Source: an optimization exercise on an open RTL-to-GDS flow (aim: small area). Production flows keep margins and buffers that such runs may drop. Function was checked by simulation only, so behaviour that the tests miss may differ from the original.

==> trial 8 <==
Design id_stage_pipe, start of the top module:
module id_stage_pipe #(
    parameter int DATA_W = 32,
    parameter int NREG   = 32,
    parameter int PC_W   = 32
) (
    input  logic              clk,
    input  logic              rst,
    input  logic              if_valid,
    input  logic [31:0]       instruction,
    input  logic [PC_W-1:0]   pc_in,
    input  logic              stall_in,
    input  logic              flush,
    input  logic              wb_we,
    input  logic [4:0]        wb_addr,
    input  logic [DATA_W-1:0] wb_data,
    input  logic              ex_mem_read,
    input  logic [4:0]        ex_rt_addr,
    output logic              hazard_stall,
    output logic              id_valid,
    output logic [DATA_W-1:0] rs_data,
    output logic [DATA_W-1:0] rt_data,
    output logic [4:0]        rs_addr,
    output logic [4:0]        rt_addr,
    output logic [4:0]        rd_addr,
    output logic [DATA_W-1:0] ext_imm,
    output logic [4:0]        shamt,
    output logic [5:0]        opcode,
    output logic [5:0]        funct,
    output logic [PC_W-1:0]   pc_out
);
==> module id_stage_pipe, before the edit <==
module id_stage_pipe #(
    parameter int DATA_W = 32,
    parameter int NREG   = 32,
    parameter int PC_W   = 32
) (
    input  logic              clk,
    input  logic              rst,
    input  logic              if_valid,
    input  logic [31:0]       instruction,
    input  logic [PC_W-1:0]   pc_in,
    input  logic              stall_in,
    input  logic              flush,
    input  logic              wb_we,
    input  logic [4:0]        wb_addr,
    input  logic [DATA_W-1:0] wb_data,
    input  logic              ex_mem_read,
    input  logic [4:0]        ex_rt_addr,
    output logic              hazard_stall,
    output logic              id_valid,
    output logic [DATA_W-1:0] rs_data,
    output logic [DATA_W-1:0] rt_data,
    output logic [4:0]        rs_addr,
    output logic [4:0]        rt_addr,
    output logic [4:0]        rd_addr,
    output logic [DATA_W-1:0] ext_imm,
    output logic [4:0]        shamt,
    output logic [5:0]        opcode,
    output logic [5:0]        funct,
    output logic [PC_W-1:0]   pc_out
);
    logic [DATA_W-1:0] r_regs [1:31];
    logic              r_id_valid;
    logic [3:0]        r_rs_hn, r_rt_hn;
    logic [7:0]        r_rs_ln, r_rt_ln;
    logic [15:0]       r_imm;
    logic [5:0]        r_opcode;
    logic [PC_W-1:0]   r_pc;
    logic [4:0]        w_rs;
    logic [4:0]        w_rt;
    logic              w_wr_en;
    logic              w_hazard;
    logic              w_zext;
    assign w_rs    = instruction[25:21];
    assign w_rt    = instruction[20:16];
    assign w_wr_en = wb_we && (wb_addr != 5'd0);
    assign w_hazard = !rst && if_valid && ex_mem_read && (ex_rt_addr != 5'd0) &&
                      ((ex_rt_addr == w_rs) || (ex_rt_addr == w_rt));
    assign hazard_stall = w_hazard;
    logic [DATA_W-1:0] w_wdata;
    logic [31:1]       w_row_en;
    assign w_wdata = rst ? '1 : ~wb_data;
    always_comb
        for (int i = 1; i < 32; i++)
            w_row_en[i] = rst || (w_wr_en && (wb_addr == 5'(i)));
    always_ff @(posedge clk)
        for (int i = 1; i < 32; i++)
            if (w_row_en[i])
                r_regs[i] <= w_wdata;
    logic        w_load;
    logic [3:0]  w_rs_hn_d, w_rt_hn_d;
    logic [7:0]  w_rs_ln_d, w_rt_ln_d;
    logic [15:0] w_imm_d;
    logic [5:0]  w_op_d;
    logic [PC_W-1:0] w_pc_d;
    assign w_load  = rst || !(stall_in || w_hazard);
    assign w_rs_hn_d = rst ? 4'b1110       : ~(4'b0001 << w_rs[4:3]);
    assign w_rs_ln_d = rst ? 8'b1111_1110  : ~(8'b0000_0001 << w_rs[2:0]);
    assign w_rt_hn_d = rst ? 4'b1110       : ~(4'b0001 << w_rt[4:3]);
    assign w_rt_ln_d = rst ? 8'b1111_1110  : ~(8'b0000_0001 << w_rt[2:0]);
    assign w_imm_d = rst ? '0 : instruction[15:0];
    assign w_op_d  = rst ? '0 : instruction[31:26];
    assign w_pc_d  = rst ? '0 : pc_in;
    always_ff @(posedge clk) begin
        if (rst)
            r_id_valid <= 1'b0;
        else if (!stall_in)
            r_id_valid <= !w_hazard && if_valid && !flush;
    end
    always_ff @(posedge clk) begin
        if (w_load) begin
            r_rs_hn   <= w_rs_hn_d;
            r_rs_ln   <= w_rs_ln_d;
            r_rt_hn   <= w_rt_hn_d;
            r_rt_ln   <= w_rt_ln_d;
            r_imm     <= w_imm_d;
            r_opcode  <= w_op_d;
            r_pc      <= w_pc_d;
        end
    end
    logic [31:1] w_rs_sel, w_rt_sel;
    logic        w_rs_s0n, w_rt_s0n;
    logic [DATA_W*31-1:0] w_flat;
    always_comb
        for (int i = 1; i < 32; i++)
            w_flat[(i-1)*DATA_W +: DATA_W] = r_regs[i];
    id_dec    u_rs_dec (.hn(r_rs_hn), .ln(r_rs_ln), .sel(w_rs_sel), .s0n(w_rs_s0n), .a(rs_addr));
    id_dec    u_rt_dec (.hn(r_rt_hn), .ln(r_rt_ln), .sel(w_rt_sel), .s0n(w_rt_s0n), .a(rt_addr));
    id_rdmux #(.W(DATA_W)) u_rs_mux (.d(w_flat), .sel(w_rs_sel), .s0n(w_rs_s0n), .q(rs_data));
    id_rdmux #(.W(DATA_W)) u_rt_mux (.d(w_flat), .sel(w_rt_sel), .s0n(w_rt_s0n), .q(rt_data));
    assign w_zext   = (r_opcode == 6'h0C) || (r_opcode == 6'h0D) || (r_opcode == 6'h0E);
    assign ext_imm  = {{16{r_imm[15] && !w_zext}}, r_imm};
    assign id_valid = r_id_valid;
    assign rd_addr  = r_imm[15:11];
    assign shamt    = r_imm[10:6];
    assign opcode   = r_opcode;
    assign funct    = r_imm[5:0];
    assign pc_out   = r_pc;
endmodule
==> flow/config.mk <==
export PLATFORM = sky130hd
export DESIGN_NAME = id_stage_pipe
export DESIGN_NICKNAME = id_stage_pipe
export VERILOG_FILES = /design/flow/design.v
export SDC_FILE = /design/flow/constraint.sdc
export NUM_CORES = 4
export LEC_CHECK = 0
export CAP_MARGIN = 20
export CORE_MARGIN = 2
export CORE_UTILIZATION = 55
export CTS_CLUSTER_DIAMETER = 100
export CTS_CLUSTER_SIZE = 30
export SETUP_SLACK_MARGIN = 0.2
export SLEW_MARGIN = 20
export SYNTH_HIERARCHICAL = 1
export SYNTH_MINIMUM_KEEP_SIZE = 0
==> flow/constraint.sdc <==
create_clock -name core_clock -period 4.0 [get_ports {clk}]
set_input_delay 0.8000 -clock core_clock [delete_from_list [all_inputs] [get_ports {clk}]]
set_output_delay 0.8000 -clock core_clock [all_outputs]
set_load 0.01 [all_outputs]
standard.sh (not shown) runs the stock make flow with config.mk's settings and CLKGATE_MAP_FILE= SYNTH_SCRIPT=/design/flow/synth_recipe.tcl, a recipe that flattens the netlist after the stock synthesis.
==> flow/flow/run.sh <==
#!/bin/bash
# The standard layout (standard.sh: ORFS synthesis to finish), with the
# ports buffered by the smallest buffer instead of the resizer's default pick.
# The whole make run's output is kept in standard.log.
set -o pipefail
export BUFFER_PORTS_ARGS="-buffer_cell sky130_fd_sc_hd__buf_1"
bash standard.sh > standard.log 2>&1
==> trial 81 (differences from trial 8) <==
--- a/flow/design.v
+++ b/flow/design.v
@@ -58,17 +58,14 @@
                 r_regs[i] <= w_wdata;
     logic        w_load;
-    logic [3:0]  w_rs_hn_d, w_rt_hn_d;
-    logic [7:0]  w_rs_ln_d, w_rt_ln_d;
-    logic [15:0] w_imm_d;
-    logic [5:0]  w_op_d;
-    logic [PC_W-1:0] w_pc_d;
-    assign w_load  = rst || !(stall_in || w_hazard);
-    assign w_rs_hn_d = rst ? 4'b1110       : ~(4'b0001 << w_rs[4:3]);
-    assign w_rs_ln_d = rst ? 8'b1111_1110  : ~(8'b0000_0001 << w_rs[2:0]);
-    assign w_rt_hn_d = rst ? 4'b1110       : ~(4'b0001 << w_rt[4:3]);
-    assign w_rt_ln_d = rst ? 8'b1111_1110  : ~(8'b0000_0001 << w_rt[2:0]);
-    assign w_imm_d = rst ? '0 : instruction[15:0];
-    assign w_op_d  = rst ? '0 : instruction[31:26];
-    assign w_pc_d  = rst ? '0 : pc_in;
+    logic        w_ld;
+    logic        w_hold;
+    logic [3:0]  w_rs_hn_n, w_rt_hn_n;
+    logic [7:0]  w_rs_ln_n, w_rt_ln_n;
+    logic [15:0] w_imm_n;
+    logic [5:0]  w_op_n;
+    logic [PC_W-1:0] w_pc_n;
+    assign w_load = !(stall_in || w_hazard);
+    assign w_ld   = !rst && w_load;
+    assign w_hold = !rst && !w_load;
     always_ff @(posedge clk) begin
         if (rst)
@@ -77,14 +74,39 @@
             r_id_valid <= !w_hazard && if_valid && !flush;
     end
+    for (genvar k = 0; k < 4; k++) begin : g_hn
+        if (k == 0) begin : g_z
+            id_ao22  u_rs (.a1(w_ld), .a2(w_rs[4:3] != 2'(k)), .b1(w_hold), .b2(r_rs_hn[k]), .y(w_rs_hn_n[k]));
+            id_ao22  u_rt (.a1(w_ld), .a2(w_rt[4:3] != 2'(k)), .b1(w_hold), .b2(r_rt_hn[k]), .y(w_rt_hn_n[k]));
+        end else begin : g_o
+            id_ao221 u_rs (.a1(w_load), .a2(w_rs[4:3] != 2'(k)), .b1(!w_load), .b2(r_rs_hn[k]), .c(rst), .y(w_rs_hn_n[k]));
+            id_ao221 u_rt (.a1(w_load), .a2(w_rt[4:3] != 2'(k)), .b1(!w_load), .b2(r_rt_hn[k]), .c(rst), .y(w_rt_hn_n[k]));
+        end
+    end
+    for (genvar k = 0; k < 8; k++) begin : g_ln
+        if (k == 0) begin : g_z
+            id_ao22  u_rs (.a1(w_ld), .a2(w_rs[2:0] != 3'(k)), .b1(w_hold), .b2(r_rs_ln[k]), .y(w_rs_ln_n[k]));
+            id_ao22  u_rt (.a1(w_ld), .a2(w_rt[2:0] != 3'(k)), .b1(w_hold), .b2(r_rt_ln[k]), .y(w_rt_ln_n[k]));
+        end else begin : g_o
+            id_ao221 u_rs (.a1(w_load), .a2(w_rs[2:0] != 3'(k)), .b1(!w_load), .b2(r_rs_ln[k]), .c(rst), .y(w_rs_ln_n[k]));
+            id_ao221 u_rt (.a1(w_load), .a2(w_rt[2:0] != 3'(k)), .b1(!w_load), .b2(r_rt_ln[k]), .c(rst), .y(w_rt_ln_n[k]));
+        end
+    end
+    for (genvar k = 0; k < 16; k++) begin : g_imm
+        id_ao22 u_f (.a1(w_ld), .a2(instruction[k]), .b1(w_hold), .b2(r_imm[k]), .y(w_imm_n[k]));
+    end
+    for (genvar k = 0; k < 6; k++) begin : g_op
+        id_ao22 u_f (.a1(w_ld), .a2(instruction[26+k]), .b1(w_hold), .b2(r_opcode[k]), .y(w_op_n[k]));
+    end
+    for (genvar k = 0; k < PC_W; k++) begin : g_pc
+        id_ao22 u_f (.a1(w_ld), .a2(pc_in[k]), .b1(w_hold), .b2(r_pc[k]), .y(w_pc_n[k]));
+    end
     always_ff @(posedge clk) begin
-        if (w_load) begin
-            r_rs_hn   <= w_rs_hn_d;
-            r_rs_ln   <= w_rs_ln_d;
-            r_rt_hn   <= w_rt_hn_d;
-            r_rt_ln   <= w_rt_ln_d;
-            r_imm     <= w_imm_d;
-            r_opcode  <= w_op_d;
-            r_pc      <= w_pc_d;
-        end
+        r_rs_hn  <= w_rs_hn_n;
+        r_rs_ln  <= w_rs_ln_n;
+        r_rt_hn  <= w_rt_hn_n;
+        r_rt_ln  <= w_rt_ln_n;
+        r_imm    <= w_imm_n;
+        r_opcode <= w_op_n;
+        r_pc     <= w_pc_n;
     end
     logic [31:1] w_rs_sel, w_rt_sel;
@@ -182,2 +204,14 @@
     assign y = !(a || b || c);
 endmodule
+module id_ao22 (
+    input  logic a1, a2, b1, b2,
+    output logic y
+);
+    assign y = (a1 && a2) || (b1 && b2);
+endmodule
+module id_ao221 (
+    input  logic a1, a2, b1, b2, c,
+    output logic y
+);
+    assign y = (a1 && a2) || (b1 && b2) || c;
+endmodule
==> impl_metrics.tcl <==
set metrics [dict create \
    critPathCapture "rs_data[11]" \
    use_met3_pct 14.0 \
    path_depth 7 \
    dp.cells 3795 \
    outcome "no timing/DRC/antenna violations" \
    fin_cells 3900 \
    worstPathMaxFanout 13 \
    worstSetupStartpoint "r_rs_ln[3]$_SDFFCE_PP1P_" \
    p_comb_mw 3.82 \
    p_seq_mw 13.9 \
    switching_share_pct 28.5 \
]
That was trial 8.
==> impl_metrics.tcl <==
set metrics [dict create \
    outcome "no timing/DRC/antenna violations" \
    worstSetupStartpoint "r_rs_hn[0]$_DFF_P_" \
    p_seq_mw 13.8 \
    worstPathMaxFanout 16 \
    p_leak_nw 15.0 \
    p_comb_mw 2.77 \
    use_met3_pct 8.84 \
    critical_path_required_ns 3.20 \
    ctsHoldBuffers 0 \
    switching_share_pct 27.0 \
    dp.cells 3712 \
    crit_slowest_cell "nor2_2" \
    path_depth 6 \
    critPathCapture "rs_data[27]" \
]
That was trial 81.

re-timing with driven ports:
Ports are ideal in the flow. The routed layouts listed here were re-timed in OpenROAD. Step 1 assumes that a clkbuf_16 drives the clock port and a buf_2 every other input. Step 2, shift: input delay + t, output delay - t, t = (earliest + latest rising clock arrival at the registers) / 2. This alone moves slack from input paths to output paths. a / b / c = ideal / step 1 / step 2; a / b = the first two.
run | t (ns) | slack for setup (ns) | latest minus earliest clock arrival (ns)
trial 8 | 0.692 | 0.113 / 0.044 / 0.736 | 0.066 / 0.066
trial 81 | 0.696 | 0.110 / 0.044 / 0.705 | 0.028 / 0.028
After both steps setup and hold are still met in every run listed.
